Source: an optimization exercise on an open RTL-to-GDS flow (aim: small area, a short achievable clock period and few clock cycles per item). Production flows keep margins and buffers that such runs may drop.
No functional check of the RTL was part of any run shown here.
No activity file was given, so power comes from the tool's default toggle rates.

## design/flow/standard.sh

```bash
#!/bin/bash
# synth_recipe.tcl (not shown) runs the flow's synth.tcl, then flattens the netlist and writes it again
# the make line also repeats each setting of config.mk as NAME=value (left out here)
make -C /OpenROAD-flow-scripts/flow DESIGN_CONFIG=/design/flow/config.mk WORK_HOME=/design/flow/orfs CLKGATE_MAP_FILE= SYNTH_SCRIPT=/design/flow/synth_recipe.tcl "${@:-finish}"
```

## design/flow/flow/run.sh

```bash
#!/bin/bash
# Own layout flow: the standard layout (standard.sh, unchanged synthesis and steps), with
# the port buffers that global placement inserts made plain buffers instead of the default
# delay-buffer cell. Every input and output port still gets its own buffer.
set -euo pipefail
export BUFFER_PORTS_ARGS="-buffer_cell sky130_fd_sc_hd__buf_2"
bash standard.sh > standard.log 2>&1
```

## design/flow/design.v

```verilog
package fusion_pkg;
  typedef enum logic [1:0] {
    MODE_TRUNC    = 2'd0,
    MODE_ROUND    = 2'd1,
    MODE_PASS_NEW = 2'd2,
    MODE_PASS_OLD = 2'd3
  } mode_e;
  function automatic int beats_per_frame(input int image_dim, input int pixels_per_beat);
    beats_per_frame = (image_dim * image_dim) / pixels_per_beat;
  endfunction
  function automatic int cnt_width(input int n);
    cnt_width = (n > 1) ? $clog2(n) : 1;
  endfunction
endpackage
module fusion_lane
(
  input  logic       clk,
  input  logic       en,           
  input  logic       frc_one,      
  input  logic       frc_zero,     
  input  logic       c_half,       
  input  logic       c_pass,       
  input  logic [7:0] x_in,
  input  logic [7:0] y_in,
  input  logic [7:0] d_in,
  output logic [7:0] fused
);
  logic [7:0] deff;
  logic [7:0] pp0, pp1, pp2, pp3, pp4, pp5, pp6, pp7;
  logic [15:0] row_a, row_b, sum;
  logic [7:0] blend;
  logic s1, c2, s3, c4, s5, c6, s7, c8, s9, c10, s11, c12, s13, c14, s15, c16, s17, c18, s19, c20, s21, c22, s23, c24, s25, c26, s27, c28, s29, c30, s31, c32, s33, c34, s35, c36, s37, c38, s39, c40, s41, c42, s43, c44, s45, c46, s47, c48, s49, c50, s51, c52, s53, c54, s55, c56, s57, c58, s59, c60, s61, c62, s63, c64, s65, c66, s67, c68, s69, c70, s71, c72, s73, c74, s75, c76, s77, c78, s79, c80, s81, c82, s83, c84, s85, c86, s87, c88, s89, c90, s91, c92, s93, c94, s95, c96, s97, c98, s99, c100, s101, c102, s103, c104, s105, c106, s107, c108, s109, c110, s111, c112;
  logic r113, r114, r115, r116, r117, r118, r119, r120, r121, r122, r123, r124, r125, r126, r127;
  assign deff = (d_in | {8{frc_one}}) & ~{8{frc_zero}};
  assign pp0 = deff[0] ? y_in : x_in;
  assign pp1 = deff[1] ? y_in : x_in;
  assign pp2 = deff[2] ? y_in : x_in;
  assign pp3 = deff[3] ? y_in : x_in;
  assign pp4 = deff[4] ? y_in : x_in;
  assign pp5 = deff[5] ? y_in : x_in;
  assign pp6 = deff[6] ? y_in : x_in;
  assign pp7 = deff[7] ? y_in : x_in;
  assign s1 = c_pass ^ pp0[4];
  assign c2 = c_pass & pp0[4];
  assign s3 = c_pass ^ pp0[5] ^ pp1[4];
  assign c4 = (c_pass & pp0[5]) | (c_pass & pp1[4]) | (pp0[5] & pp1[4]);
  assign s5 = pp2[3] ^ pp3[2];
  assign c6 = pp2[3] & pp3[2];
  assign s7 = c_pass ^ pp0[6] ^ pp1[5];
  assign c8 = (c_pass & pp0[6]) | (c_pass & pp1[5]) | (pp0[6] & pp1[5]);
  assign s9 = pp2[4] ^ pp3[3] ^ pp4[2];
  assign c10 = (pp2[4] & pp3[3]) | (pp2[4] & pp4[2]) | (pp3[3] & pp4[2]);
  assign s11 = pp5[1] ^ pp6[0];
  assign c12 = pp5[1] & pp6[0];
  assign s13 = c_half ^ pp0[7] ^ pp1[6];
  assign c14 = (c_half & pp0[7]) | (c_half & pp1[6]) | (pp0[7] & pp1[6]);
  assign s15 = pp2[5] ^ pp3[4] ^ pp4[3];
  assign c16 = (pp2[5] & pp3[4]) | (pp2[5] & pp4[3]) | (pp3[4] & pp4[3]);
  assign s17 = pp5[2] ^ pp6[1] ^ pp7[0];
  assign c18 = (pp5[2] & pp6[1]) | (pp5[2] & pp7[0]) | (pp6[1] & pp7[0]);
  assign s19 = pp1[7] ^ pp2[6] ^ pp3[5];
  assign c20 = (pp1[7] & pp2[6]) | (pp1[7] & pp3[5]) | (pp2[6] & pp3[5]);
  assign s21 = pp4[4] ^ pp5[3] ^ pp6[2];
  assign c22 = (pp4[4] & pp5[3]) | (pp4[4] & pp6[2]) | (pp5[3] & pp6[2]);
  assign s23 = pp2[7] ^ pp3[6] ^ pp4[5];
  assign c24 = (pp2[7] & pp3[6]) | (pp2[7] & pp4[5]) | (pp3[6] & pp4[5]);
  assign s25 = c_pass ^ pp0[2];
  assign c26 = c_pass & pp0[2];
  assign s27 = c_pass ^ pp0[3] ^ pp1[2];
  assign c28 = (c_pass & pp0[3]) | (c_pass & pp1[2]) | (pp0[3] & pp1[2]);
  assign s29 = pp2[1] ^ pp3[0];
  assign c30 = pp2[1] & pp3[0];
  assign s31 = pp1[3] ^ pp2[2] ^ pp3[1];
  assign c32 = (pp1[3] & pp2[2]) | (pp1[3] & pp3[1]) | (pp2[2] & pp3[1]);
  assign s33 = pp4[0] ^ s1;
  assign c34 = pp4[0] & s1;
  assign s35 = pp4[1] ^ pp5[0] ^ c2;
  assign c36 = (pp4[1] & pp5[0]) | (pp4[1] & c2) | (pp5[0] & c2);
  assign s37 = s5 ^ s3;
  assign c38 = s5 & s3;
  assign s39 = c6 ^ s11 ^ c4;
  assign c40 = (c6 & s11) | (c6 & c4) | (s11 & c4);
  assign s41 = s7 ^ s9;
  assign c42 = s7 & s9;
  assign s43 = c12 ^ c8 ^ c10;
  assign c44 = (c12 & c8) | (c12 & c10) | (c8 & c10);
  assign s45 = s13 ^ s15 ^ s17;
  assign c46 = (s13 & s15) | (s13 & s17) | (s15 & s17);
  assign s47 = pp7[1] ^ c14 ^ c16;
  assign c48 = (pp7[1] & c14) | (pp7[1] & c16) | (c14 & c16);
  assign s49 = c18 ^ s19 ^ s21;
  assign c50 = (c18 & s19) | (c18 & s21) | (s19 & s21);
  assign s51 = pp5[4] ^ pp6[3] ^ pp7[2];
  assign c52 = (pp5[4] & pp6[3]) | (pp5[4] & pp7[2]) | (pp6[3] & pp7[2]);
  assign s53 = c20 ^ c22 ^ s23;
  assign c54 = (c20 & c22) | (c20 & s23) | (c22 & s23);
  assign s55 = pp3[7] ^ pp4[6] ^ pp5[5];
  assign c56 = (pp3[7] & pp4[6]) | (pp3[7] & pp5[5]) | (pp4[6] & pp5[5]);
  assign s57 = pp6[4] ^ pp7[3] ^ c24;
  assign c58 = (pp6[4] & pp7[3]) | (pp6[4] & c24) | (pp7[3] & c24);
  assign s59 = pp4[7] ^ pp5[6] ^ pp6[5];
  assign c60 = (pp4[7] & pp5[6]) | (pp4[7] & pp6[5]) | (pp5[6] & pp6[5]);
  assign s61 = c_pass ^ pp0[1];
  assign c62 = c_pass & pp0[1];
  assign s63 = pp1[1] ^ pp2[0] ^ s25;
  assign c64 = (pp1[1] & pp2[0]) | (pp1[1] & s25) | (pp2[0] & s25);
  assign s65 = c26 ^ s29 ^ s27;
  assign c66 = (c26 & s29) | (c26 & s27) | (s29 & s27);
  assign s67 = c30 ^ c28 ^ s31;
  assign c68 = (c30 & c28) | (c30 & s31) | (c28 & s31);
  assign s69 = c32 ^ c34 ^ s35;
  assign c70 = (c32 & c34) | (c32 & s35) | (c34 & s35);
  assign s71 = c36 ^ c38 ^ s41;
  assign c72 = (c36 & c38) | (c36 & s41) | (c38 & s41);
  assign s73 = c42 ^ c40 ^ s43;
  assign c74 = (c42 & c40) | (c42 & s43) | (c40 & s43);
  assign s75 = c44 ^ c46 ^ s47;
  assign c76 = (c44 & c46) | (c44 & s47) | (c46 & s47);
  assign s77 = s51 ^ c48 ^ c50;
  assign c78 = (s51 & c48) | (s51 & c50) | (c48 & c50);
  assign s79 = c52 ^ s55 ^ c54;
  assign c80 = (c52 & s55) | (c52 & c54) | (s55 & c54);
  assign s81 = pp7[4] ^ c56 ^ s59;
  assign c82 = (pp7[4] & c56) | (pp7[4] & s59) | (c56 & s59);
  assign s83 = pp5[7] ^ pp6[6] ^ pp7[5];
  assign c84 = (pp5[7] & pp6[6]) | (pp5[7] & pp7[5]) | (pp6[6] & pp7[5]);
  assign s85 = c_pass ^ pp0[0];
  assign c86 = c_pass & pp0[0];
  assign s87 = pp1[0] ^ s61;
  assign c88 = pp1[0] & s61;
  assign s89 = c62 ^ s63;
  assign c90 = c62 & s63;
  assign s91 = c64 ^ s65;
  assign c92 = c64 & s65;
  assign s93 = s33 ^ c66 ^ s67;
  assign c94 = (s33 & c66) | (s33 & s67) | (c66 & s67);
  assign s95 = s37 ^ c68 ^ s69;
  assign c96 = (s37 & c68) | (s37 & s69) | (c68 & s69);
  assign s97 = s39 ^ c70 ^ s71;
  assign c98 = (s39 & c70) | (s39 & s71) | (c70 & s71);
  assign s99 = s45 ^ c72 ^ s73;
  assign c100 = (s45 & c72) | (s45 & s73) | (c72 & s73);
  assign s101 = s49 ^ c74 ^ s75;
  assign c102 = (s49 & c74) | (s49 & s75) | (c74 & s75);
  assign s103 = s53 ^ c76 ^ s77;
  assign c104 = (s53 & c76) | (s53 & s77) | (c76 & s77);
  assign s105 = s57 ^ c78 ^ s79;
  assign c106 = (s57 & c78) | (s57 & s79) | (c78 & s79);
  assign s107 = c58 ^ s81 ^ c80;
  assign c108 = (c58 & s81) | (c58 & c80) | (s81 & c80);
  assign s109 = c60 ^ s83 ^ c82;
  assign c110 = (c60 & s83) | (c60 & c82) | (s83 & c82);
  assign s111 = pp6[7] ^ pp7[6] ^ c84;
  assign c112 = (pp6[7] & pp7[6]) | (pp6[7] & c84) | (pp7[6] & c84);
  logic [8:0] low_sum;
  assign low_sum = {1'b0, c98, c96, c94, c92, c90, c88, c86, s85} + {1'b0, s99, s97, s95, s93, s91, s89, s87, 1'b0};
  assign row_a = {1'b0, r126, r124, r122, r120, r118, r116, r114, 1'b0, 1'b0, 1'b0, 1'b0, 1'b0, 1'b0, 1'b0, 1'b0};
  assign row_b = {1'b0, r127, r125, r123, r121, r119, r117, r115, 1'b0, 1'b0, 1'b0, 1'b0, 1'b0, 1'b0, 1'b0, 1'b0};
  assign sum = row_a + row_b + (16'(r113) << 8);
  assign blend = sum[15:8];
  always_ff @(posedge clk) begin
    if (en) begin
      r113 <= low_sum[8];
      r114 <= c100;
      r115 <= s101;
      r116 <= c102;
      r117 <= s103;
      r118 <= c104;
      r119 <= s105;
      r120 <= c106;
      r121 <= s107;
      r122 <= c108;
      r123 <= s109;
      r124 <= c110;
      r125 <= s111;
      r126 <= c112;
      r127 <= pp7[7];
    end
  end
  assign fused = blend;
endmodule
module fusion_blend_v2
#(
  parameter int PIXELS_PER_BEAT = 16,
  parameter int PIX_W           = 8,
  parameter int WGT_W           = 8,
  parameter int IMAGE_DIM       = 512
) (
  input  logic                             clk,
  input  logic                             rst,
  input  logic [1:0]                       mode,
  input  logic                             in_valid,
  output logic                             in_ready,
  input  logic [PIX_W*PIXELS_PER_BEAT-1:0] old_frame,
  input  logic [PIX_W*PIXELS_PER_BEAT-1:0] new_frame,
  input  logic [WGT_W*PIXELS_PER_BEAT-1:0] weight,
  output logic                             out_valid,
  input  logic                             out_ready,
  output logic [PIX_W*PIXELS_PER_BEAT-1:0] fused_frame,
  output logic                             out_last,
  output logic                             frame_done
);
  localparam int BPF   = fusion_pkg::beats_per_frame(IMAGE_DIM, PIXELS_PER_BEAT);
  localparam int CNT_W = fusion_pkg::cnt_width(BPF);
  localparam logic [CNT_W-1:0] LAST_IDX = CNT_W'(BPF - 1);
  localparam int NST = 1;    
  localparam bit CUT = 1;    
  localparam bit PASSMUX = 0;
  logic             en, acc, out_hs, first_beat, is_last, hold0;
  logic             mode_ok_q;
  fusion_pkg::mode_e mode_q, mode_s2_q, mode_late;
  logic [NST-1:0]   v_q, last_q;
  logic             done_q;
  logic [CNT_W-1:0] cnt_q;
  assign en     = !v_q[NST-1] || out_ready;
  assign out_hs = v_q[NST-1] && out_ready;
  assign first_beat = (cnt_q == '0);
  assign is_last    = (cnt_q == LAST_IDX);
  assign hold0    = first_beat && !mode_ok_q;
  assign in_ready = en && !hold0;
  assign acc      = in_valid && in_ready;
  always_ff @(posedge clk) begin
    if (rst) begin
      mode_ok_q <= 1'b0;
      mode_q    <= fusion_pkg::MODE_TRUNC;
      cnt_q     <= '0;
      v_q       <= '0;
      done_q    <= 1'b0;
    end else begin
      if (in_valid && hold0) begin
        mode_q    <= fusion_pkg::mode_e'(mode);
        mode_ok_q <= 1'b1;
      end
      if (acc) begin
        cnt_q <= is_last ? '0 : cnt_q + CNT_W'(1);
        if (first_beat) mode_ok_q <= 1'b0;
      end
      if (en) v_q <= NST'({v_q, in_valid && !hold0});
      done_q <= out_hs && last_q[NST-1];
    end
  end
  always_ff @(posedge clk)
    if (en) begin
      last_q    <= NST'({last_q, is_last});
      mode_s2_q <= mode_q;
    end
  assign mode_late = mode_q;
  logic frc_one, frc_zero, c_half, c_pass, sel_x, sel_y;
  assign frc_one  = !PASSMUX && (mode_q == fusion_pkg::MODE_PASS_NEW);
  assign frc_zero = !PASSMUX && (mode_q == fusion_pkg::MODE_PASS_OLD);
  assign c_half   = PASSMUX ? (mode_late == fusion_pkg::MODE_ROUND) : (mode_late != fusion_pkg::MODE_TRUNC);
  assign c_pass   = !PASSMUX && mode_late[1];
  assign sel_y    = (mode_q == fusion_pkg::MODE_PASS_NEW);
  assign sel_x    = (mode_q == fusion_pkg::MODE_PASS_OLD);
  for (genvar i = 0; i < PIXELS_PER_BEAT; i++) begin : g_lane
    fusion_lane u_lane (
      .clk      (clk),
      .en       (en),
      .frc_one  (frc_one),
      .frc_zero (frc_zero),
      .c_half   (c_half),
      .c_pass   (c_pass),
      .x_in     (old_frame[i*PIX_W +: PIX_W]),
      .y_in     (new_frame[i*PIX_W +: PIX_W]),
      .d_in     (weight[i*WGT_W +: WGT_W]),
      .fused    (fused_frame[i*PIX_W +: PIX_W])
    );
  end
  assign out_valid  = v_q[NST-1];
  assign out_last   = last_q[NST-1];
  assign frame_done = done_q;
endmodule
```

## design/flow/constraint.sdc

```tcl
create_clock -name core_clock -period 5.5 [get_ports {clk}]
set_input_delay 1.1000 -clock core_clock [delete_from_list [all_inputs] [get_ports {clk}]]
set_output_delay 1.1000 -clock core_clock [all_outputs]
set_load 0.01 [all_outputs]
```

## design/flow/config.mk

```make
export PLATFORM = sky130hd
export DESIGN_NAME = fusion_blend_v2
export DESIGN_NICKNAME = fusion_blend_v2
export VERILOG_FILES = /design/flow/design.v
export SDC_FILE = /design/flow/constraint.sdc
export NUM_CORES = 4
export LEC_CHECK = 0
export CAP_MARGIN = 20
export CORE_MARGIN = 2
export CORE_UTILIZATION = 40
export SETUP_SLACK_MARGIN = 1.5
export SLEW_MARGIN = 20
```

==> out/summary.log, run 1 <==
INFO  worst_setup_path r2r.worst_path.cells=16
INFO  floorplanning  coreArea=0.1176mm2
INFO  floorplanning  initial_utilization=0.4013
INFO  floorplanning  design.portCount=522
INFO  worst_setup_path crit_type=reg2reg
INFO  global_route   global_route_wire_length_before_repair=204900um
INFO  synth          post_synthesis_cell_count=4141
INFO  worst_setup_path crit_path_end=g_lane[12].u_lane.r113$_DFFE_PP_
INFO  synth          synth.net_count=5733
INFO  clocking       cts.hold.buffers_added=0
INFO  final_layout   finish.net_count=6532
INFO  floorplanning  placementRows=126
INFO  worst_setup_path worst-path-buf-inv=4
INFO  timing         rsz0062_at_grt=yes
INFO  timing         final_hold_viols=0
INFO  place          post-place-ws=0.6515ns
INFO  synth          synth_top_area_cell=sky130_fd_sc_hd__fa_1
INFO  global_route   number_of_antenna_violations_at_the_first_check_in_global_routing=46
INFO  drt            ant_nets=0
INFO  drt            route.top_layer_used=met5
INFO  timing         final_period_minus_worst_setup_slack=4.327ns
INFO  timing         worst_slack=1.173ns
INFO  drt            dr.first_iter.drc_count=1605
INFO  synth          postSynth.asyncResetShare=0
INFO  timing         post-route-period-util=0.7868
INFO  clocking       htree_num_levels=2
INFO  worst_setup_path path_delay_family=adder cells
INFO  drt            route.detailed.wl_per_inst=20.27um
INFO  pwr            power_frac_comb=0.769
INFO  worst_setup_path cp_cell_sequence=nor2b_4 > buf_12 > buf_16 > buf_12 > a21o_4 > mux2i_4 > fa_1 > inv_2 > ha_4 > fa_1 > fa_1 > ha_4 > o211ai_1 > a21oi_1 > a2111oi_2 > nor2_1
INFO  global_route   global_route.usage.total=0.2157
INFO  worst_setup_path setup.worst_path.start=mode_q[1]$_SDFFE_PP0P_
INFO  pwr            total_switching_power=13.26mW
INFO  timing         clock.fmax=0.2311GHz
INFO  clocking       cts_made_buffers=40
INFO  synth          ys_types=58
INFO  worst_setup_path worst_ep_arrival_time=4.67ns
INFO  worst_setup_path critical_path_depth=16
INFO  drt            finalWirelength=132300um
INFO  final_layout   total_area_of_multi_input_combinational_cells=0.03729mm2
INFO  synth          yosysTopAreaCellShare=0.3054
INFO  clocking       cts_tree=done
INFO  synth          synth-seq-area-share=0.1614
INFO  pwr            sw_frac_of_total=0.4613
INFO  drt            met3WireLength=8351um
INFO  synth          synthTopCellsByArea=sky130_fd_sc_hd__fa_1, sky130_fd_sc_hd__edfxtp_1, sky130_fd_sc_hd__ha_1
INFO  pwr            ir_worst_vdd=0.5393mV
INFO  final_layout   num-fill-cells=10707
INFO  worst_setup_path data_required_time_at_the_worst_endpoint=5.84ns
INFO  clocking       cts.path.max_buffers=3
INFO  floorplanning  die_area=0.1207mm2
INFO  global_route   grt_pass1_vias=35987
INFO  global_route   grt_overflow=0
INFO  timing         final.setup_skew=0.03152ns
INFO  worst_setup_path end_kind=register
INFO  drt            routed-via-count=33394
INFO  pwr            p_int=15.48mW
INFO  drt            drc_errors=0
INFO  pwr            cellPowerDensity=494.5mW/mm2
INFO  synth          netlist_area=0.04719mm2
INFO  floorplanning  floorplan.die.height=347.5um
INFO  worst_setup_path reg2reg_setup_slack=1.17ns
INFO  floorplanning  die-width=347.5um
INFO  drt            m1WireLength=55560um
INFO  pwr            seqPwrFrac=0.138
INFO  pwr            leakagePower=28.33nW
INFO  drt            vias_per_cell=5.118
INFO  pwr            clkPwrFrac=0.093
INFO  synth          yosysWarningCount=2
INFO  timing         maxSlewHeadroom=0.2258
INFO  final_layout   layout-area-overhead-vs-synth=23.16%
INFO  clocking       clkLatencyLatePin=0.62ns
INFO  worst_setup_path worst_setup_path_start_kind=register
INFO  worst_hold_path hold_class=reg2reg
INFO  final_layout   drive_gt1_frac=0.3653
INFO  final_layout   seq_area=0.007622mm2
INFO  worst_setup_path crit_path_frequent_cell=sky130_fd_sc_hd__fa_1
INFO  worst_setup_path critical_path_peak_fanout=7
INFO  synth          register_bit_count_reported_by_yosys=260
INFO  drt            drtPass1Iterations=5
INFO  place          dp_hpwl=96330um
INFO  worst_setup_path crit-reg2reg-capture=g_lane[12].u_lane.r113$_DFFE_PP_
INFO  global_route   largest_net_degree_at_the_start_of_global_routing=140
INFO  synth          dominantRegCellSynth=sky130_fd_sc_hd__edfxtp_1
INFO  timing         max_slew.worst_pin.slew=1.161ns
INFO  timing         timing.setup.tns=0ns
INFO  job            drv.max_cap_violation_count=0
INFO  status         run_status=complete, no violations
INFO  clocking       root_cell_of_the_clock_tree=sky130_fd_sc_hd__clkbuf_16
INFO  worst_setup_path critical_path.max_stage_delay=0.55ns
INFO  place          routabilityCongestion=0.8620
INFO  synth          synth_area_per_cell=11.40um2
INFO  synth          number_of_synthesized_flops_with_an_enable_pin=241
INFO  worst_setup_path timing.critical_path.slowest_stage_cell=sky130_fd_sc_hd__fa_1
INFO  clocking       clk_pin_slew_worst_paths=0.06ns
INFO  drt            routed-wl-met2=64740um
INFO  timing         setup_viol=0
INFO  worst_setup_path r2r_start=mode_q[1]$_SDFFE_PP0P_
INFO  place          placement.io_buffers=521
INFO  timing         timing_max_transition_violations_final=0
INFO  clocking       cts_sinks=260
==> worst register-to-register path, stage by stage (launching register included) <==
cell and delay, ns:
sky130_fd_sc_hd__dfxtp_4 0.36, sky130_fd_sc_hd__nor2b_4 0.14, sky130_fd_sc_hd__buf_12 0.15, sky130_fd_sc_hd__buf_16 0.16
sky130_fd_sc_hd__buf_12 0.15, sky130_fd_sc_hd__a21o_4 0.25, sky130_fd_sc_hd__mux2i_4 0.19, sky130_fd_sc_hd__fa_1 0.52
sky130_fd_sc_hd__inv_2 0.05, sky130_fd_sc_hd__ha_4 0.24, sky130_fd_sc_hd__fa_1 0.49, sky130_fd_sc_hd__fa_1 0.55
sky130_fd_sc_hd__ha_4 0.22, sky130_fd_sc_hd__o211ai_1 0.08, sky130_fd_sc_hd__a21oi_1 0.07, sky130_fd_sc_hd__a2111oi_2 0.35
sky130_fd_sc_hd__nor2_1 0.08
==> what timing repair did <==
action,4_1_cts,5_1_grt
buffers inserted,182,126
pin swaps,99,191
resized for setup,260,287
cloned,13,5
setup endpoints to repair,109,88
==> cells in the final DEF (no fill, tap or decap), types with 23 or more instances in the layout <==
cell                        netlist  final
sky130_fd_sc_hd__mux2_2         439    400
sky130_fd_sc_hd__buf_6            2     61
sky130_fd_sc_hd__inv_2            1     62
sky130_fd_sc_hd__mux2i_1        537    468
sky130_fd_sc_hd__fa_2             0     76
sky130_fd_sc_hd__inv_1          961    899
sky130_fd_sc_hd__buf_4            9    236
sky130_fd_sc_hd__fa_1           720    644
sky130_fd_sc_hd__o21bai_1        32     32
sky130_fd_sc_hd__ha_4             0     38
sky130_fd_sc_hd__edfxtp_1       241    241
sky130_fd_sc_hd__a21o_4           0     52
sky130_fd_sc_hd__nand2_1         35     35
sky130_fd_sc_hd__a21oi_1         99     69
sky130_fd_sc_hd__a21o_1         128     62
sky130_fd_sc_hd__buf_2           89    519
sky130_fd_sc_hd__mux2_4           0     39
sky130_fd_sc_hd__a21oi_4         46     56
sky130_fd_sc_hd__a21oi_2         10     30
sky130_fd_sc_hd__xnor2_1         66     65
sky130_fd_sc_hd__clkbuf_16        0     45
sky130_fd_sc_hd__o21ai_0         46     34
sky130_fd_sc_hd__ha_1           482    422
sky130_fd_sc_hd__nor2_1          23     23
sky130_fd_sc_hd__buf_12           0     27
sky130_fd_sc_hd__mux2i_2          0     52
==> worst min-delay path by stage <==
stage / startpoint / slack [ns] / to / cells after the start
after floorplan: cnt_q[13]$_SDFFE_PP0P_ / 0.47 / cnt_q[13]$_SDFFE_PP0P_ / 2
after global placement: cnt_q[13]$_SDFFE_PP0P_ / 0.50 / cnt_q[13]$_SDFFE_PP0P_ / 2
after detailed placement: cnt_q[13]$_SDFFE_PP0P_ / 0.51 / cnt_q[13]$_SDFFE_PP0P_ / 2
after CTS: cnt_q[13]$_SDFFE_PP0P_ / 0.52 / cnt_q[13]$_SDFFE_PP0P_ / 2
after global routing: cnt_q[13]$_SDFFE_PP0P_ / 0.56 / cnt_q[13]$_SDFFE_PP0P_ / 2
final: cnt_q[13]$_SDFFE_PP0P_ / 0.52 / cnt_q[13]$_SDFFE_PP0P_ / 2
==> synth_stat cells (5+ instances only) <==
cell	n
sky130_fd_sc_hd__o21bai_1	32
sky130_fd_sc_hd__dfxtp_1	19
sky130_fd_sc_hd__buf_2	89
sky130_fd_sc_hd__nand2_1	35
sky130_fd_sc_hd__xnor2_1	66
sky130_fd_sc_hd__nand3_1	6
sky130_fd_sc_hd__fa_1	720
sky130_fd_sc_hd__xor2_1	18
sky130_fd_sc_hd__nor3_1	22
sky130_fd_sc_hd__buf_4	9
sky130_fd_sc_hd__clkbuf_1	9
sky130_fd_sc_hd__nor2_1	23
sky130_fd_sc_hd__mux2_2	439
sky130_fd_sc_hd__inv_1	961
sky130_fd_sc_hd__o2111ai_1	14
sky130_fd_sc_hd__mux2i_1	537
sky130_fd_sc_hd__o21ai_0	46
sky130_fd_sc_hd__edfxtp_1	241
sky130_fd_sc_hd__nor2b_1	6
sky130_fd_sc_hd__a211oi_1	9
sky130_fd_sc_hd__a21o_1	128
sky130_fd_sc_hd__a21oi_4	46
sky130_fd_sc_hd__o211ai_1	13
sky130_fd_sc_hd__a21oi_1	99
sky130_fd_sc_hd__ha_1	482
sky130_fd_sc_hd__a2111oi_0	5
sky130_fd_sc_hd__a21oi_2	10
==> cells by family after synthesis <==
group,share of synthesized area
flops,0.1614
simple gates,0.01384
compound gates,0.06779
buf+inv,0.08953
fa+ha+maj,0.4332
xor+xnor,0.01559
mux,0.2186
==> routing by layer <==
metal	vias to the layer above	track usage
met1	16926	0.2801
met4	50	0.05212
met3	221	0.04301
li1	15361	-
met2	836	0.3690
met5	-	0
==> power by group through the flow <==
stage | sequential, mW | combinational [mW] | clock, mW
6_report | 3.96 | 22.1 | 2.67
5_1_grt | 4.05 | 25.3 | 2.85
4_1_cts | 3.97 | 21.3 | 2.79
3_5_place_dp | 4.00 | 20.1 | 0
3_3_place_gp | 3.98 | 19.8 | 0
2_1_floorplan | 3.92 | 13.8 | 0
==> per-stage QoR <==
step           area, um2  utilization  power (mW)  hold slack [ns]  std cells
2_1_floorplan      47720            -       17.75           0.4689       4141
3_3_place_gp       51680       0.4394       23.82           0.4952       6108
3_5_place_dp       51680       0.4394       24.14           0.5087       6108
5_1_grt            58100       0.4940       32.20           0.5579       6517
4_1_cts            55690       0.4736       28.04           0.5182       6374
6_report           58120       0.4942       28.74           0.5155       6525
==> layout make-up <==
type                    instances  share of cell area
flip-flops and latches        260              0.1311
diodes                         20           0.0008611
repair inverters                3            0.001076
well taps                    1536             0.03306
clock buffers                  45             0.01808
repair buffers                869              0.1068
clock inverters                26            0.004887
multi-input cells            2804              0.6416
inverters                     962             0.06258
==> inputs of run 2 (changes only) <==
--- a/design/flow/design.v
+++ b/design/flow/design.v
@@ -205,9 +205,7 @@
   localparam logic [CNT_W-1:0] LAST_IDX = CNT_W'(BPF - 1);
   localparam int NST = 1;    
-  localparam bit CUT = 1;    
   localparam bit PASSMUX = 0;
   logic             en, acc, out_hs, first_beat, is_last, hold0;
   logic             mode_ok_q;
-  fusion_pkg::mode_e mode_q, mode_s2_q, mode_late;
   logic [NST-1:0]   v_q, last_q;
   logic             done_q;
@@ -223,13 +221,9 @@
     if (rst) begin
       mode_ok_q <= 1'b0;
-      mode_q    <= fusion_pkg::MODE_TRUNC;
       cnt_q     <= '0;
       v_q       <= '0;
       done_q    <= 1'b0;
     end else begin
-      if (in_valid && hold0) begin
-        mode_q    <= fusion_pkg::mode_e'(mode);
-        mode_ok_q <= 1'b1;
-      end
+      if (in_valid && hold0) mode_ok_q <= 1'b1;
       if (acc) begin
         cnt_q <= is_last ? '0 : cnt_q + CNT_W'(1);
@@ -241,16 +235,23 @@
   end
   always_ff @(posedge clk)
-    if (en) begin
-      last_q    <= NST'({last_q, is_last});
-      mode_s2_q <= mode_q;
+    if (en) last_q <= NST'({last_q, is_last});
+  logic p_new, p_old, c_half, c_pass, frc_one, frc_zero, sel_x, sel_y;
+  always_ff @(posedge clk) begin
+    if (rst) begin
+      p_new    <= 1'b0;
+      p_old    <= 1'b0;
+      c_half   <= 1'b0;
+      c_pass   <= 1'b0;
+    end else if (in_valid && hold0) begin
+      p_new    <= (mode == 2'd2);
+      p_old    <= (mode == 2'd3);
+      c_half   <= PASSMUX ? (mode == 2'd1) : (mode != 2'd0);
+      c_pass   <= !PASSMUX && mode[1];
     end
-  assign mode_late = mode_q;
-  logic frc_one, frc_zero, c_half, c_pass, sel_x, sel_y;
-  assign frc_one  = !PASSMUX && (mode_q == fusion_pkg::MODE_PASS_NEW);
-  assign frc_zero = !PASSMUX && (mode_q == fusion_pkg::MODE_PASS_OLD);
-  assign c_half   = PASSMUX ? (mode_late == fusion_pkg::MODE_ROUND) : (mode_late != fusion_pkg::MODE_TRUNC);
-  assign c_pass   = !PASSMUX && mode_late[1];
-  assign sel_y    = (mode_q == fusion_pkg::MODE_PASS_NEW);
-  assign sel_x    = (mode_q == fusion_pkg::MODE_PASS_OLD);
+  end
+  assign frc_one  = !PASSMUX && p_new;
+  assign frc_zero = !PASSMUX && p_old;
+  assign sel_y    = PASSMUX && p_new;
+  assign sel_x    = PASSMUX && p_old;
   for (genvar i = 0; i < PIXELS_PER_BEAT; i++) begin : g_lane
     fusion_lane u_lane (
==> run 2 against run 1 <==
- register-to-register slack gained 0.22 ns
- worst setup slack gained 0.22 ns
- fmax grew 5.3%
- critical path depth is the same
- final cell count shrank 0.83%
- first-iteration DRC count shrank 2.3%
- critical endpoint is now g_lane[2].u_lane.r113$_DFFE_PP_
- largest power group unchanged
==> out/summary.log, run 2 <==
INFO  clocking       cts.path.max_buffers=3 [unchanged]
INFO  clocking       clk_pin_slew_worst_paths=0.07ns [about the same]
INFO  synth          ys_types=42 [-28%]
INFO  synth          number_of_synthesized_flops_with_an_enable_pin=241 [unchanged]
INFO  final_layout   utilization=0.5002 [+0.005991]
INFO  worst_setup_path critical_path.max_stage_delay=0.60ns [+0.05 ns]
INFO  worst_hold_path hold_class=reg2reg
INFO  drt            ant_nets=0 [unchanged]
INFO  clocking       clkLatencyLatePin=0.61ns [about the same]
INFO  drt            vias_per_cell=5.198 [+1.6%]
INFO  timing         timing.setup.tns=0ns [unchanged]
INFO  timing         maxSlewHeadroom=0.2978 [+0.07205]
INFO  clocking       htree_num_levels=2 [unchanged]
INFO  place          placement.io_buffers=521 [unchanged]
INFO  synth          synth-seq-area-share=0.1631 [+0.001726]
INFO  synth          synth.top_cells.by_count=sky130_fd_sc_hd__inv_1, sky130_fd_sc_hd__fa_1, sky130_fd_sc_hd__mux2i_1
INFO  clocking       cts_sinks=262 [+0.77%]
INFO  worst_setup_path setup.worst_path.start=p_new$_SDFFE_PP0P_
INFO  final_layout   layout_commonest_cell=sky130_fd_sc_hd__inv_1
INFO  floorplanning  floorplan.die.height=346.6um [-0.27%]
INFO  floorplanning  die-width=346.6um [-0.27%]
INFO  synth          dominantRegCellSynth=sky130_fd_sc_hd__edfxtp_1
INFO  global_route   grt_overflow=0 [unchanged]
INFO  drt            routed-via-count=33635 [+0.72%]
INFO  status         run_status=complete, no violations
INFO  final_layout   layout-area-overhead-vs-synth=24.00%
INFO  timing         final_period_minus_worst_setup_slack=4.110ns [-0.2170 ns]
INFO  synth          register_bit_count_reported_by_yosys=262 [+0.77%]
INFO  worst_setup_path r2r_start=p_new$_SDFFE_PP0P_
INFO  floorplanning  die_area=0.1201mm2 [-0.53%]
INFO  timing         timing_max_transition_violations_final=0 [unchanged]
INFO  floorplanning  coreArea=0.1164mm2 [-1.1%]
INFO  synth          synth.net_count=5730 [-0.052%]
INFO  synth          synth_area_per_cell=11.34um2 [-0.47%]
INFO  worst_setup_path worst_ep_arrival_time=4.55ns [-0.12 ns]
INFO  worst_hold_path timing.hold.worst.start=cnt_q[5]$_SDFFE_PP0P_
INFO  global_route   global_route_wire_length_before_repair=215400um [+5.1%]
INFO  worst_setup_path cp_cell_sequence=buf_12 > buf_12 > buf_6 > o21bai_1 > buf_6 > mux2i_4 > fa_2 > inv_2 > fa_1 > inv_2 > fa_1 > fa_1 > inv_2 > ha_4 > nand4_1 > o31ai_2
INFO  timing         max_slew.worst_pin.slew=1.053ns [-0.1081 ns]
INFO  place          dp_hpwl=99870um [+3.7%]
INFO  worst_setup_path timing.critical_path.slowest_stage_cell=sky130_fd_sc_hd__fa_1
INFO  worst_setup_path data_required_time_at_the_worst_endpoint=5.94ns [+0.10 ns]
INFO  floorplanning  initial_utilization=0.4034 [+0.002115]
INFO  timing         final_hold_viols=0 [unchanged]
INFO  global_route   global_route.usage.total=0.2307 [+0.01496]
INFO  timing         post-route-period-util=0.7473 [-0.03946]
INFO  global_route   grt_pass1_vias=37127 [+3.2%]
INFO  pwr            leakagePower=28.30nW [-0.10%]
INFO  worst_setup_path end_kind=register
INFO  drt            route.detailed.wl_per_inst=21.41um [+5.6%]
INFO  timing         setup_viol=0 [unchanged]
INFO  drt            drtPass1Iterations=7 [+2]
INFO  final_layout   finish.net_count=6495 [-0.57%]
INFO  worst_setup_path worst_setup_path_start_kind=register
INFO  clocking       root_cell_of_the_clock_tree=sky130_fd_sc_hd__clkbuf_16
INFO  pwr            cellPowerDensity=474.0mW/mm2 [-4.2%]
INFO  timing         clock.fmax=0.2433GHz [+5.3%]
INFO  timing         final.setup_skew=0.02762ns [-0.003906 ns]
INFO  synth          yosysTopAreaCellShare=0.3071 [+0.001653]
INFO  job            drv.max_cap_violation_count=0 [unchanged]
INFO  synth          synthTopCellsByArea=sky130_fd_sc_hd__fa_1, sky130_fd_sc_hd__edfxtp_1, sky130_fd_sc_hd__ha_1
INFO  synth          yosysWarningCount=2 [unchanged]
INFO  drt            finalWirelength=138600um [+4.8%]
INFO  final_layout   final_cell_mix=sky130_fd_sc_hd__inv_1, sky130_fd_sc_hd__fa_1, sky130_fd_sc_hd__mux2i_1
INFO  timing         rsz0062_at_grt=yes
INFO  place          routabilityCongestion=0.8699 [+0.92%]
INFO  synth          postSynth.asyncResetShare=0 [unchanged]
INFO  global_route   largest_net_degree_at_the_start_of_global_routing=136 [-2.9%]
INFO  floorplanning  design.portCount=522 [unchanged]
INFO  drt            drc_errors=0 [unchanged]
INFO  pwr            ir_worst_vdd=0.6856mV [+27%]
INFO  synth          synth_top_area_cell=sky130_fd_sc_hd__fa_1
INFO  global_route   number_of_antenna_violations_at_the_first_check_in_global_routing=31 [-33%]
INFO  drt            dr.first_iter.drc_count=1568 [-2.3%]
INFO  timing         hold-worst-slack=0.4987ns [-0.01682 ns]
INFO  clocking       cts_tree=done
INFO  synth          netlist_area=0.04694mm2 [-0.54%]
INFO  final_layout   drive_gt1_frac=0.3612 [-0.004024]
INFO  clocking       cts_made_buffers=39 [-2.5%]
INFO  worst_setup_path crit_type=reg2reg
INFO  synth          post_synthesis_cell_count=4138 [-0.072%]
INFO  synth          yosysMostFrequentCell=sky130_fd_sc_hd__inv_1
INFO  worst_setup_path critical_path_peak_fanout=7 [unchanged]
INFO  floorplanning  placementRows=125 [-0.79%]
INFO  clocking       cts.hold.buffers_added=0 [unchanged]
==> run 2: changes by cell type after synthesis, sizes merged, moves of 23 or more <==
cell	change
mux2i	+57
inv	-43
a21o	-68
nand2	-23
buf	+30
o21bai	+130
o21ai	-41
a21oi	-64
==> run 2: logic make-up after synthesis <==
| family | Yosys count | synth area share |
|---|---|---|
| and+or+nand+nor | 135 | 0.01471 |
| adders and majority gates | 1202 | 0.4355 |
| xor gates and xnor gates | 86 | 0.01605 |
| DFF | 262 | 0.1631 |
| muxes | 1026 | 0.2303 |
| buffers and inverters | 1083 | 0.09015 |
| AOI/OAI and AO/OA | 344 | 0.05011 |
==> run 2: final timing paths <==
path,end,slack (ns),cells after the start
max,g_lane[2].u_lane.r113$_DFFE_PP_,1.39,16
min,cnt_q[5]$_SDFFE_PP0P_,0.50,2
max reg2reg,g_lane[2].u_lane.r113$_DFFE_PP_,1.39,16
min reg2reg,cnt_q[5]$_SDFFE_PP0P_,0.50,2
==> run 2: worst max-delay path: cells and delay by family, from the launching register on <==
family | cells | cell delay [ns]
adder cells (fa/ha/maj) | 5 | 2.07
flip-flops | 1 | 0.39
AND/OR/NAND/NOR | 1 | 0.08
AO/OA/AOI/OAI | 2 | 0.41
multiplexers | 1 | 0.24
buffers and inverters | 7 | 0.71
==> run 2: area by class of cell <==
type,instances,area (um2)
fillers,10573,58160
multi-input cells,2793,37330
flip-flops and latches,262,7669
repair buffers,888,6475
inverters,919,3453
well taps,1524,1907
clock buffers,44,1037
clock inverters,27,302.8
diodes,14,35.03
==> run 2: per-stage QoR <==
stage | cell area [um2] | worst slack [ns] | std cells | power (mW)
after floorplan | 47020 | 0.6278 | 4138 | 16.49
after global placement | 51900 | 0.7084 | 6167 | 22.17
after detailed placement | 51900 | 0.6633 | 6167 | 22.51
after CTS | 56910 | 1.397 | 6406 | 27.04
after global routing | 58200 | 1.213 | 6468 | 30.61
final | 58200 | 1.390 | 6471 | 27.59
==> run 2: timing repair <==
action / CTS / global route
gates resized for setup: 432 / 194
setup buffers: 149 / 49
pin swaps: 166 / 146
endpoints found under the setup margin: 64 / 60
cloned: 19 / 2
==> run 2: report_power, final <==
part | internal, mW | switching [mW] | total, mW | leakage (nW)
Clock | 1.64 | 1.09 | 2.73 | 0.650
Combinational | 9.73 | 11.2 | 21.0 | 24.9
Sequential | 3.61 | 0.292 | 3.90 | 2.73
==> run 2: routing by layer <==
metal	track usage	share of wire
met5	0	0.00079
met4	0.06548	0.031
met3	0.03980	0.055
met2	0.3883	0.48
met1	0.3048	0.43
==> inputs of run 3 (changes only) <==
--- a/design/flow/design.v
+++ b/design/flow/design.v
@@ -30,6 +30,6 @@
   logic [15:0] row_a, row_b, sum;
   logic [7:0] blend;
-  logic s1, c2, s3, c4, s5, c6, s7, c8, s9, c10, s11, c12, s13, c14, s15, c16, s17, c18, s19, c20, s21, c22, s23, c24, s25, c26, s27, c28, s29, c30, s31, c32, s33, c34, s35, c36, s37, c38, s39, c40, s41, c42, s43, c44, s45, c46, s47, c48, s49, c50, s51, c52, s53, c54, s55, c56, s57, c58, s59, c60, s61, c62, s63, c64, s65, c66, s67, c68, s69, c70, s71, c72, s73, c74, s75, c76, s77, c78, s79, c80, s81, c82, s83, c84, s85, c86, s87, c88, s89, c90, s91, c92, s93, c94, s95, c96, s97, c98, s99, c100, s101, c102, s103, c104, s105, c106, s107, c108, s109, c110, s111, c112;
-  logic r113, r114, r115, r116, r117, r118, r119, r120, r121, r122, r123, r124, r125, r126, r127;
+  logic s1, c2, s3, c4, s5, c6, s7, c8, s9, c10, s11, c12, s13, c14, s15, c16, s17, c18, s19, c20, s21, c22, s23, c24, s25, c26, s27, c28, s29, c30, s31, c32, s33, c34, s35, c36, s37, c38, s39, c40, s41, c42, s43, c44, s45, c46, s47, c48, s49, c50, s51, c52, s53, c54, s55, c56, s57, c58, s59, c60, s61, c62, s63, c64, s65, c66, s67, c68, s69, c70, s71, c72, s73, c74, s75, c76, s77, c78, s79, c80, s81, c82, s83, c84, s124, c125, s126, c127, s128, c129, s130, c131, s132, c133, s134, c135, s136, c137, s138, c139, s140, c141, s142, c143, s144, c145, s146, c147, s148, c149, s150, c151;
+  logic r85, r86, r87, r88, r89, r90, r91, r92, r93, r94, r95, r96, r97, r98, r99, r100, r101, r102, r103, r104, r105, r106, r107, r108, r109, r110, r111, r112, r113, r114, r115, r116, r117, r118, r119, r120, r121, r122, r123;
   assign deff = (d_in | {8{frc_one}}) & ~{8{frc_zero}};
   assign pp0 = deff[0] ? y_in : x_in;
@@ -125,58 +125,81 @@
   assign s83 = pp5[7] ^ pp6[6] ^ pp7[5];
   assign c84 = (pp5[7] & pp6[6]) | (pp5[7] & pp7[5]) | (pp6[6] & pp7[5]);
-  assign s85 = c_pass ^ pp0[0];
-  assign c86 = c_pass & pp0[0];
-  assign s87 = pp1[0] ^ s61;
-  assign c88 = pp1[0] & s61;
-  assign s89 = c62 ^ s63;
-  assign c90 = c62 & s63;
-  assign s91 = c64 ^ s65;
-  assign c92 = c64 & s65;
-  assign s93 = s33 ^ c66 ^ s67;
-  assign c94 = (s33 & c66) | (s33 & s67) | (c66 & s67);
-  assign s95 = s37 ^ c68 ^ s69;
-  assign c96 = (s37 & c68) | (s37 & s69) | (c68 & s69);
-  assign s97 = s39 ^ c70 ^ s71;
-  assign c98 = (s39 & c70) | (s39 & s71) | (c70 & s71);
-  assign s99 = s45 ^ c72 ^ s73;
-  assign c100 = (s45 & c72) | (s45 & s73) | (c72 & s73);
-  assign s101 = s49 ^ c74 ^ s75;
-  assign c102 = (s49 & c74) | (s49 & s75) | (c74 & s75);
-  assign s103 = s53 ^ c76 ^ s77;
-  assign c104 = (s53 & c76) | (s53 & s77) | (c76 & s77);
-  assign s105 = s57 ^ c78 ^ s79;
-  assign c106 = (s57 & c78) | (s57 & s79) | (c78 & s79);
-  assign s107 = c58 ^ s81 ^ c80;
-  assign c108 = (c58 & s81) | (c58 & c80) | (s81 & c80);
-  assign s109 = c60 ^ s83 ^ c82;
-  assign c110 = (c60 & s83) | (c60 & c82) | (s83 & c82);
-  assign s111 = pp6[7] ^ pp7[6] ^ c84;
-  assign c112 = (pp6[7] & pp7[6]) | (pp6[7] & c84) | (pp7[6] & c84);
-  logic [8:0] low_sum;
-  assign low_sum = {1'b0, c98, c96, c94, c92, c90, c88, c86, s85} + {1'b0, s99, s97, s95, s93, s91, s89, s87, 1'b0};
-  assign row_a = {1'b0, r126, r124, r122, r120, r118, r116, r114, 1'b0, 1'b0, 1'b0, 1'b0, 1'b0, 1'b0, 1'b0, 1'b0};
-  assign row_b = {1'b0, r127, r125, r123, r121, r119, r117, r115, 1'b0, 1'b0, 1'b0, 1'b0, 1'b0, 1'b0, 1'b0, 1'b0};
-  assign sum = row_a + row_b + (16'(r113) << 8);
+  assign s124 = r85 ^ r86;
+  assign c125 = r85 & r86;
+  assign s126 = r87 ^ r88;
+  assign c127 = r87 & r88;
+  assign s128 = r89 ^ r90;
+  assign c129 = r89 & r90;
+  assign s130 = r91 ^ r92;
+  assign c131 = r91 & r92;
+  assign s132 = r93 ^ r94 ^ r95;
+  assign c133 = (r93 & r94) | (r93 & r95) | (r94 & r95);
+  assign s134 = r96 ^ r97 ^ r98;
+  assign c135 = (r96 & r97) | (r96 & r98) | (r97 & r98);
+  assign s136 = r99 ^ r100 ^ r101;
+  assign c137 = (r99 & r100) | (r99 & r101) | (r100 & r101);
+  assign s138 = r102 ^ r103 ^ r104;
+  assign c139 = (r102 & r103) | (r102 & r104) | (r103 & r104);
+  assign s140 = r105 ^ r106 ^ r107;
+  assign c141 = (r105 & r106) | (r105 & r107) | (r106 & r107);
+  assign s142 = r108 ^ r109 ^ r110;
+  assign c143 = (r108 & r109) | (r108 & r110) | (r109 & r110);
+  assign s144 = r111 ^ r112 ^ r113;
+  assign c145 = (r111 & r112) | (r111 & r113) | (r112 & r113);
+  assign s146 = r114 ^ r115 ^ r116;
+  assign c147 = (r114 & r115) | (r114 & r116) | (r115 & r116);
+  assign s148 = r117 ^ r118 ^ r119;
+  assign c149 = (r117 & r118) | (r117 & r119) | (r118 & r119);
+  assign s150 = r120 ^ r121 ^ r122;
+  assign c151 = (r120 & r121) | (r120 & r122) | (r121 & r122);
+  assign row_a = {1'b0, c151, c149, c147, c145, c143, c141, c139, c137, c135, c133, c131, c129, c127, c125, s124};
+  assign row_b = {1'b0, r123, s150, s148, s146, s144, s142, s140, s138, s136, s134, s132, s130, s128, s126, 1'b0};
+  assign sum = row_a + row_b;
   assign blend = sum[15:8];
   always_ff @(posedge clk) begin
     if (en) begin
-      r113 <= low_sum[8];
-      r114 <= c100;
-      r115 <= s101;
-      r116 <= c102;
-      r117 <= s103;
-      r118 <= c104;
-      r119 <= s105;
-      r120 <= c106;
-      r121 <= s107;
-      r122 <= c108;
-      r123 <= s109;
-      r124 <= c110;
-      r125 <= s111;
-      r126 <= c112;
-      r127 <= pp7[7];
+      r85 <= c_pass;
+      r86 <= pp0[0];
+      r87 <= s61;
+      r88 <= pp1[0];
+      r89 <= c62;
+      r90 <= s63;
+      r91 <= c64;
+      r92 <= s65;
+      r93 <= c66;
+      r94 <= s67;
+      r95 <= s33;
+      r96 <= c68;
+      r97 <= s69;
+      r98 <= s37;
+      r99 <= c70;
+      r100 <= s71;
+      r101 <= s39;
+      r102 <= c72;
+      r103 <= s73;
+      r104 <= s45;
+      r105 <= c74;
+      r106 <= s75;
+      r107 <= s49;
+      r108 <= c76;
+      r109 <= s77;
+      r110 <= s53;
+      r111 <= c78;
+      r112 <= s79;
+      r113 <= s57;
+      r114 <= c80;
+      r115 <= s81;
+      r116 <= c58;
+      r117 <= c82;
+      r118 <= s83;
+      r119 <= c60;
+      r120 <= c84;
+      r121 <= pp6[7];
+      r122 <= pp7[6];
+      r123 <= pp7[7];
     end
   end
-  assign fused = blend;
+  always_ff @(posedge clk)
+    if (en) fused <= blend;
 endmodule
 module fusion_blend_v2
@@ -204,8 +227,10 @@
   localparam int CNT_W = fusion_pkg::cnt_width(BPF);
   localparam logic [CNT_W-1:0] LAST_IDX = CNT_W'(BPF - 1);
-  localparam int NST = 1;    
+  localparam int NST = 2;    
+  localparam bit CUT = 1;    
   localparam bit PASSMUX = 0;
   logic             en, acc, out_hs, first_beat, is_last, hold0;
   logic             mode_ok_q;
+  fusion_pkg::mode_e mode_q, mode_s2_q, mode_late;
   logic [NST-1:0]   v_q, last_q;
   logic             done_q;
@@ -221,9 +246,13 @@
     if (rst) begin
       mode_ok_q <= 1'b0;
+      mode_q    <= fusion_pkg::MODE_TRUNC;
       cnt_q     <= '0;
       v_q       <= '0;
       done_q    <= 1'b0;
     end else begin
-      if (in_valid && hold0) mode_ok_q <= 1'b1;
+      if (in_valid && hold0) begin
+        mode_q    <= fusion_pkg::mode_e'(mode);
+        mode_ok_q <= 1'b1;
+      end
       if (acc) begin
         cnt_q <= is_last ? '0 : cnt_q + CNT_W'(1);
@@ -235,23 +264,16 @@
   end
   always_ff @(posedge clk)
-    if (en) last_q <= NST'({last_q, is_last});
-  logic p_new, p_old, c_half, c_pass, frc_one, frc_zero, sel_x, sel_y;
-  always_ff @(posedge clk) begin
-    if (rst) begin
-      p_new    <= 1'b0;
-      p_old    <= 1'b0;
-      c_half   <= 1'b0;
-      c_pass   <= 1'b0;
-    end else if (in_valid && hold0) begin
-      p_new    <= (mode == 2'd2);
-      p_old    <= (mode == 2'd3);
-      c_half   <= PASSMUX ? (mode == 2'd1) : (mode != 2'd0);
-      c_pass   <= !PASSMUX && mode[1];
+    if (en) begin
+      last_q    <= NST'({last_q, is_last});
+      mode_s2_q <= mode_q;
     end
-  end
-  assign frc_one  = !PASSMUX && p_new;
-  assign frc_zero = !PASSMUX && p_old;
-  assign sel_y    = PASSMUX && p_new;
-  assign sel_x    = PASSMUX && p_old;
+  assign mode_late = mode_q;
+  logic frc_one, frc_zero, c_half, c_pass, sel_x, sel_y;
+  assign frc_one  = !PASSMUX && (mode_q == fusion_pkg::MODE_PASS_NEW);
+  assign frc_zero = !PASSMUX && (mode_q == fusion_pkg::MODE_PASS_OLD);
+  assign c_half   = PASSMUX ? (mode_late == fusion_pkg::MODE_ROUND) : (mode_late != fusion_pkg::MODE_TRUNC);
+  assign c_pass   = !PASSMUX && mode_late[1];
+  assign sel_y    = (mode_q == fusion_pkg::MODE_PASS_NEW);
+  assign sel_x    = (mode_q == fusion_pkg::MODE_PASS_OLD);
   for (genvar i = 0; i < PIXELS_PER_BEAT; i++) begin : g_lane
     fusion_lane u_lane (
--- a/design/flow/config.mk
+++ b/design/flow/config.mk
@@ -9,4 +9,4 @@
 export CORE_MARGIN = 2
 export CORE_UTILIZATION = 40
-export SETUP_SLACK_MARGIN = 1.5
+export SETUP_SLACK_MARGIN = 2.5
 export SLEW_MARGIN = 20
==> run 3 against run 2 <==
- sequential share of layout area increased by 16 points
- routed wire length is 40% higher
- utilization increased by 1.1 points
- register-to-register slack improved by 0.76 ns
- hold slack got worse by 0.069 ns
- via count up 37%
- power increased by 47%
- synthesized cell count rose by 45%
- die area grew 31%
- sequential cell count rose by 497
- non-clock buffer count is 24 higher
- sequential power rose to 2.9 times the previous value
- critical endpoint is now g_lane[15].u_lane.r106$_DFFE_PP_
==> out/summary.log, run 3 <==
INFO  status         run_status=complete, no violations
INFO  timing         rsz0062_at_grt=yes
INFO  place          placement.io_buffers=521 [unchanged]
INFO  worst_setup_path crit_path_frequent_cell=sky130_fd_sc_hd__buf_16
INFO  place          placed_cells=8175 [+33%]
INFO  clocking       cts.hold.buffers_added=0 [unchanged]
INFO  place          routabilityCongestion=0.9275 [+6.6%]
INFO  worst_setup_path worst_ep_arrival_time=3.78ns [-0.77 ns]
INFO  global_route   grt_overflow=0 [unchanged]
INFO  synth          ys_types=67 [+60%]
INFO  clocking       root_cell_of_the_clock_tree=sky130_fd_sc_hd__clkbuf_16
INFO  synth          yosysMostFrequentCell=sky130_fd_sc_hd__nand2_1
INFO  place          dp_hpwl=125300um [+25%]
INFO  synth          number_of_synthesized_flops_with_an_enable_pin=739 [+210%]
INFO  synth          synth.net_count=7469 [+30%]
INFO  drt            dr.first_iter.drc_count=3483 [+120%]
INFO  floorplanning  coreArea=0.1523mm2 [+31%]
INFO  timing         final_hold_viols=0 [unchanged]
INFO  global_route   number_of_antenna_violations_at_the_first_check_in_global_routing=42 [+35%]
INFO  final_layout   largest_register_ff_count=128
INFO  drt            route.top_layer_used=met5
INFO  floorplanning  placementRows=143 [+14%]
INFO  synth          synth_top_area_cell=sky130_fd_sc_hd__edfxtp_1
INFO  final_layout   final_cell_mix=sky130_fd_sc_hd__nand2_1, sky130_fd_sc_hd__edfxtp_1, sky130_fd_sc_hd__buf_2
INFO  timing         max_slew.worst_pin.slew=1.082ns [+0.02849 ns]
INFO  timing         final.setup_skew=0.03186ns [+0.004242 ns]
INFO  final_layout   drive_gt1_frac=0.2939 [-0.06730]
INFO  clocking       htree_num_levels=3 [+1]
INFO  timing         final_period_minus_worst_setup_slack=3.352ns [-0.7579 ns]
INFO  clocking       cts_tree=done
INFO  pwr            leakagePower=35.46nW [+25%]
INFO  global_route   global_route.usage.total=0.2358 [+0.005139]
INFO  pwr            ir_worst_vdd=0.3368mV [-51%]
INFO  drt            routed-wl-met2=90510um [+35%]
INFO  worst_setup_path crit_type=reg2reg
INFO  floorplanning  initial_utilization=0.4038 [about the same]
INFO  worst_setup_path end_kind=register
INFO  global_route   largest_net_degree_at_the_start_of_global_routing=173 [+27%]
INFO  synth          dominantRegCellSynth=sky130_fd_sc_hd__edfxtp_1
INFO  final_layout   finalNonFillerCells=8750 [+35%]
INFO  drt            m1WireLength=80030um [+35%]
INFO  timing         worst_slack=2.148ns [+0.7579 ns]
INFO  global_route   grt_pass1_vias=46197 [+24%]
INFO  final_layout   layout-area-overhead-vs-synth=26.61%
INFO  timing         setup_viol=0 [unchanged]
INFO  final_layout   layout_commonest_cell=sky130_fd_sc_hd__nand2_1
INFO  job            drv.max_cap_violation_count=0 [unchanged]
INFO  floorplanning  die_area=0.1569mm2 [+31%]
INFO  drt            vias_per_cell=5.273 [+1.5%]
INFO  pwr            cellPowerDensity=521.7mW/mm2 [+10%]
INFO  worst_hold_path hold_class=reg2reg
INFO  final_layout   finish.net_count=8107 [+25%]
INFO  worst_setup_path timing.critical_path.slowest_stage_cell=sky130_fd_sc_hd__fa_1
INFO  drt            drc_errors=0 [unchanged]
INFO  floorplanning  design.portCount=522 [unchanged]
INFO  clocking       clk_pin_slew_worst_paths=0.07ns [about the same]
INFO  timing         post-route-period-util=0.6095 [-0.1378]
INFO  clocking       cts_made_buffers=94 [+140%]
INFO  drt            ant_nets=0 [unchanged]
INFO  clocking       clkLatencyLatePin=0.72ns [+0.11 ns]
INFO  final_layout   regMostFlops=g_lane.u_lane.fused
INFO  worst_setup_path worst_setup_path_start_kind=register
INFO  synth          postSynth.asyncResetShare=0 [unchanged]
INFO  synth          synth-seq-area-share=0.3674 [+0.2043]
INFO  worst_setup_path cp_cell_sequence=clkinv_16 > nor2_4 > buf_6 > buf_16 > buf_12 > buf_16 > buf_16 > buf_4 > a21o_4 > nand2_1 > nand2_1 > fa_1 > fa_2 > fa_1
INFO  synth          synthTopCellsByArea=sky130_fd_sc_hd__edfxtp_1, sky130_fd_sc_hd__fa_1, sky130_fd_sc_hd__nand2_1
INFO  timing         timing.setup.tns=0ns [unchanged]
INFO  worst_setup_path critical_path.max_stage_delay=0.45ns [-0.15 ns]
INFO  synth          yosysTopAreaCellShare=0.3609 [+0.05387]
INFO  timing         hold-worst-slack=0.4300ns [-0.06875 ns]
INFO  drt            finalWirelength=194100um [+40%]
INFO  drt            route.detailed.wl_per_inst=22.19um [+3.6%]
INFO  worst_setup_path data_required_time_at_the_worst_endpoint=5.92ns [-0.02 ns]
INFO  timing         timing_max_transition_violations_final=0 [unchanged]
INFO  floorplanning  floorplan.die.height=396.1um [+14%]
INFO  place          post-place-ws=1.031ns [+0.3674 ns]
INFO  synth          netlist_area=0.06148mm2 [+31%]
INFO  synth          post_synthesis_cell_count=5989 [+45%]
INFO  synth          synth_area_per_cell=10.27um2 [-9.5%]
INFO  synth          register_bit_count_reported_by_yosys=759 [+190%]
INFO  clocking       cts_sinks=759 [+190%]
INFO  synth          synth.top_cells.by_count=sky130_fd_sc_hd__nand2_1, sky130_fd_sc_hd__edfxtp_1, sky130_fd_sc_hd__fa_1
INFO  drt            drtPass1Iterations=8 [+1]
INFO  timing         clock.fmax=0.2983GHz [+23%]
INFO  pwr            total_power=40.61mW [+47%]
INFO  drt            met3WireLength=16240um [+110%]
INFO  worst_setup_path critical_path_peak_fanout=8 [+1]
INFO  final_layout   num-fill-cells=13394 [+27%]
INFO  floorplanning  die-width=396.1um [+14%]
INFO  global_route   global_route_wire_length_before_repair=282200um [+31%]
INFO  clocking       cts.path.max_buffers=3 [unchanged]
INFO  synth          yosysWarningCount=2 [unchanged]
INFO  drt            routed-via-count=46143 [+37%]
INFO  timing         maxSlewHeadroom=0.2788 [-0.01899]
## run 3: cell count changes after synthesis, sizes merged, moves of 80 or more
cell	change
edfxtp	+498
a21oi	+129
clkbuf	+144
mux2i	-254
inv	-468
o21bai	-160
ha	-80
mux2	-432
nand2	+2075
## run 3: per-layer routing
metal / track usage / vias up
met1: 0.3097 / 22822
met3: 0.05170 / 461
met5: 0 / -
met2: 0.3852 / 1860
li1: - / 20962
met4: 0.08087 / 38
## run 3: cell type report
type	count	area, um2	area share
Clock buffer	107	2475	0.03179
Inverter	452	1727	0.02218
Antenna cell	18	45.04	0.0005786
Tap cell	2030	2540	0.03263
Multi-Input combinational cell	4398	40000	0.5138
Clock inverter	64	799.5	0.01027
Timing Repair inverter	10	216.5	0.002781
Timing Repair Buffer	912	7442	0.09561
Sequential cell	759	22600	0.2903
## run 3: cells by family (layout without fill, tap and decap cells)
kind of cell | count (synthesis) | in the layout | synth area share
flip-flops | 759 | 759 | 0.3674
buffers and inverters | 832 | 1545 | 0.05226
AND/OR/NAND/NOR | 2351 | 2351 | 0.1494
AO/OA/AOI/OAI | 527 | 527 | 0.05690
other | 0 | 18 | 0
multiplexers | 340 | 340 | 0.05535
adder cells (fa/ha/maj) | 1090 | 1090 | 0.3058
XOR/XNOR | 90 | 90 | 0.01282
## run 3: metrics by stage
stage / util / instance area, um2
6_report: 0.5112 / 77840
5_1_grt: 0.5111 / 77820
4_1_cts: 0.4795 / 73000
3_5_place_dp: 0.4336 / 66030
3_3_place_gp: 0.4336 / 66030
2_1_floorplan: - / 62530
## run 3: path summary, 6_finish.rpt
kind	from	to	slack (ns)	cells after the start
hold / removal	last_q[0]$_DFFE_PP_	last_q[1]$_DFFE_PP_	0.43	0
setup / recovery	mode_q[1]$_SDFFE_PP0P_	g_lane[15].u_lane.r106$_DFFE_PP_	2.15	14
hold reg to reg	last_q[0]$_DFFE_PP_	last_q[1]$_DFFE_PP_	0.43	0
setup reg to reg	mode_q[1]$_SDFFE_PP0P_	g_lane[15].u_lane.r106$_DFFE_PP_	2.15	14
## run 3: power by group
part	switching (mW)	internal, mW
clock network	2.61	4.03
logic	12.6	9.97
registers	1.06	10.3
## run 3: what timing repair did
action,CTS,global route
setup buffers,105,232
setup endpoints to repair,563,318
hold endpoints to repair,0,0
resized for setup,411,673
pin swaps,72,325
cloned,36,13
## run 3: worst max-delay path, delay by kind of cell (launching register included)
kind,cells,cell delay (ns)
AOI/OAI and AO/OA,1,0.10
adders and majority gates,3,1.27
buffers and inverters,7,0.96
DFF,1,0.44
and+or+nand+nor,3,0.27
==> inputs of run 4 (changes only) <==
--- a/design/flow/config.mk
+++ b/design/flow/config.mk
@@ -9,4 +9,4 @@
 export CORE_MARGIN = 2
 export CORE_UTILIZATION = 40
-export SETUP_SLACK_MARGIN = 2.5
+export SETUP_SLACK_MARGIN = 1.5
 export SLEW_MARGIN = 20
==> run 4 against run 3 <==
- still clean on timing, DRC and antenna
- routed wire length fell by 14%
- clock skew down 0.0065 ns
- synthesized cell count unchanged
- via count down 6.6%
- global-route usage shrank 2.2 points
- count of clock-buffer cells in the layout grew 11
- power decreased by 6.7%
- critical endpoint is now g_lane[9].u_lane.r112$_DFFE_PP_
- largest cell class unchanged
==> out/summary.log, run 4 <==
INFO  worst_setup_path r2r_start=mode_q[1]$_SDFFE_PP0P_
INFO  place          placed_cells=8181 [+0.073%]
INFO  global_route   grt_overflow=0 [unchanged]
INFO  synth          register_bit_count_reported_by_yosys=759 [unchanged]
INFO  timing         clock.fmax=0.2539GHz [-15%]
INFO  final_layout   finalNonFillerCells=8359 [-4.5%]
INFO  worst_setup_path crit_path_frequent_cell=sky130_fd_sc_hd__fa_1
INFO  worst_setup_path end_kind=register
INFO  floorplanning  coreArea=0.1523mm2 [unchanged]
INFO  synth          yosysWarningCount=2 [unchanged]
INFO  worst_hold_path timing.hold.worst.start=last_q[0]$_DFFE_PP_
INFO  timing         timing_max_transition_violations_final=0 [unchanged]
INFO  synth          post_synth_xor_area_fraction=0.01282 [unchanged]
INFO  pwr            p_int=22.53mW [-7.4%]
INFO  pwr            total_power=37.89mW [-6.7%]
INFO  pwr            clkPwrFrac=0.164 [about the same]
INFO  place          routabilityCongestion=0.9309 [+0.37%]
INFO  synth          yosysTopAreaCellShare=0.3609 [unchanged]
INFO  place          dp_hpwl=127000um [+1.4%]
INFO  global_route   number_of_antenna_violations_at_the_first_check_in_global_routing=53 [+26%]
INFO  pwr            total_switching_power=15.36mW [-5.7%]
INFO  pwr            power_frac_comb=0.534 [-0.023]
INFO  worst_setup_path data_required_time_at_the_worst_endpoint=5.93ns [about the same]
INFO  clocking       root_cell_of_the_clock_tree=sky130_fd_sc_hd__clkbuf_16
INFO  drt            drc_errors=0 [unchanged]
INFO  global_route   largest_net_degree_at_the_start_of_global_routing=133 [-23%]
INFO  synth          synth_top_area_cell=sky130_fd_sc_hd__edfxtp_1
INFO  synth          synthMuxAreaShare=0.05535 [unchanged]
INFO  pwr            cellPowerDensity=547.2mW/mm2 [+4.9%]
INFO  clocking       clk_pin_slew_worst_paths=0.06ns [about the same]
INFO  synth          synthSimpleGateAreaFrac=0.1494 [unchanged]
INFO  synth          synth.net_count=7469 [unchanged]
INFO  timing         final_hold_viols=0 [unchanged]
INFO  drt            dr.first_iter.drc_count=2943 [-16%]
INFO  synth          dominant_combinational_cell_family_by_area_after_synthesis=adder cells
INFO  synth          ys_types=67 [unchanged]
INFO  floorplanning  die_area=0.1569mm2 [unchanged]
INFO  worst_setup_path worst_ep_arrival_time=4.37ns [+0.59 ns]
INFO  timing         max_slew.worst_pin.slew=1.113ns [+0.03159 ns]
INFO  timing         rsz0062_at_grt=yes
INFO  clocking       cts.path.max_buffers=3 [unchanged]
INFO  drt            route.detailed.wl_per_inst=19.94um [-10%]
INFO  timing         hold-worst-slack=0.4254ns [-0.004516 ns]
INFO  pwr            seqPwrFrac=0.301 [+0.021]
INFO  synth          share_of_the_synthesized_area_in_compound_gates_ao_oa_aoi_oai=0.05690 [unchanged]
INFO  clocking       cts_tree=done
INFO  timing         final.setup_skew=0.02538ns [-0.006480 ns]
INFO  status         run_status=complete, no violations
INFO  floorplanning  die-width=396.1um [unchanged]
-- run 4: cell count changes in the layout (fill, tap and decap cells not counted), moves of 66 or more --
cell                      before   now
sky130_fd_sc_hd__fa_2        221    32
sky130_fd_sc_hd__nand2_2      89     0
sky130_fd_sc_hd__buf_6        67     1
sky130_fd_sc_hd__inv_2        98     0
sky130_fd_sc_hd__mux2i_2     111     0
sky130_fd_sc_hd__a21oi_4     114    29
sky130_fd_sc_hd__buf_4       217    11
sky130_fd_sc_hd__nand2_1    1998  2087
sky130_fd_sc_hd__a21o_4      109     0
sky130_fd_sc_hd__fa_1        467   656
sky130_fd_sc_hd__a21o_1       16   137
sky130_fd_sc_hd__inv_1       352   450
sky130_fd_sc_hd__mux2i_1     203   340
-- run 4: cell type report --
type | instances | area [um2]
multi-input combinational | 4398 | 36400
tap | 2030 | 2540
fill | 14097 | 83020
sequential | 759 | 22600
timing repair buffer | 543 | 2909
antenna | 10 | 25.02
inverter | 452 | 1713
clock buffer | 118 | 2537
clock inverter | 49 | 524.3
-- run 4: critical path, delay by kind of cell (launching register included) --
kind,cells,cell delay [ns]
adders and majority gates,3,1.42
buffers and inverters,3,0.66
DFF,1,0.62
muxes,1,0.15
AOI/OAI and AO/OA,1,0.32
and+or+nand+nor,1,0.23
-- run 4: cells by family after synthesis --
logic type	count (synthesis)
AND/OR/NAND/NOR	2351
adder cells (fa/ha/maj)	1090
buffers and inverters	832
flip-flops	759
AO/OA/AOI/OAI	527
multiplexers	340
XOR/XNOR	90
-- run 4: metrics by stage --
stage | setup WS (ns) | instance area, um2 | setup TNS [ns] | util
after detailed placement | 1.385 | 66120 | 0 | 0.4343
after global routing | 1.432 | 69240 | 0 | 0.4547
after floorplan | -7.262 | 62390 | -5484.21 | -
after global placement | 1.448 | 66120 | 0 | 0.4343
after CTS | 1.446 | 69200 | 0 | 0.4544
final | 1.562 | 69240 | 0 | 0.4547
-- run 4: worst paths after layout --
kind	to	slack [ns]	cells after the start
setup / recovery	g_lane[9].u_lane.r112$_DFFE_PP_	1.56	9
hold / removal	last_q[1]$_DFFE_PP_	0.43	0
setup reg to reg	g_lane[9].u_lane.r112$_DFFE_PP_	1.56	9
hold reg to reg	last_q[1]$_DFFE_PP_	0.43	0
-- run 4: repair_timing --
action / CTS / global route
buffers inserted: 0 / 1
resized for setup: 2 / 0
setup endpoints to repair: 40 / 133
cloned: 0 / 0
hold endpoints to repair: 0 / 0
-- run 4: metal layers --
layer / routed length (um) / global-route usage / vias to the layer above
li1: - / - / 20164
met4: 4196 / 0.05669 / 70
met3: 13050 / 0.05207 / 310
met5: 438 / 0 / -
met2: 77880 / 0.3481 / 1421
met1: 71110 / 0.2844 / 21145
-- run 4: power groups by stage --
stage	sequential [mW]	combinational, mW	clock [mW]
global route	11.7	23.2	6.63
CTS	11.5	20.6	6.43
floorplan	11.6	14.3	0
finish	11.4	20.2	6.23
global placement	11.5	20.0	0
detailed placement	11.6	20.4	0

==> separate check: timing with driven ports <==
Ports are ideal in the flow. The routed layouts listed here were re-timed in OpenROAD. Step 1 assumes that a clkbuf_16 drives the clock port and a buf_2 every other input. Step 2, shift: input delay + t, output delay - t, t = (earliest + latest rising clock arrival at the registers) / 2. This alone moves slack from input paths to output paths. Three values: no drivers, after step 1, after step 2; two values: the first two.
run | t, ns | slack for setup (ns)
run 1 | 0.671 | 1.173 / 1.173 / 0.816
run 2 | 0.666 | 1.390 / 1.390 / 0.937
run 3 | 0.780 | 2.148 / 2.148 / 2.002
run 4 | 0.758 | 1.562 / 1.562 / 1.562
After both steps every run listed still meets setup and hold.
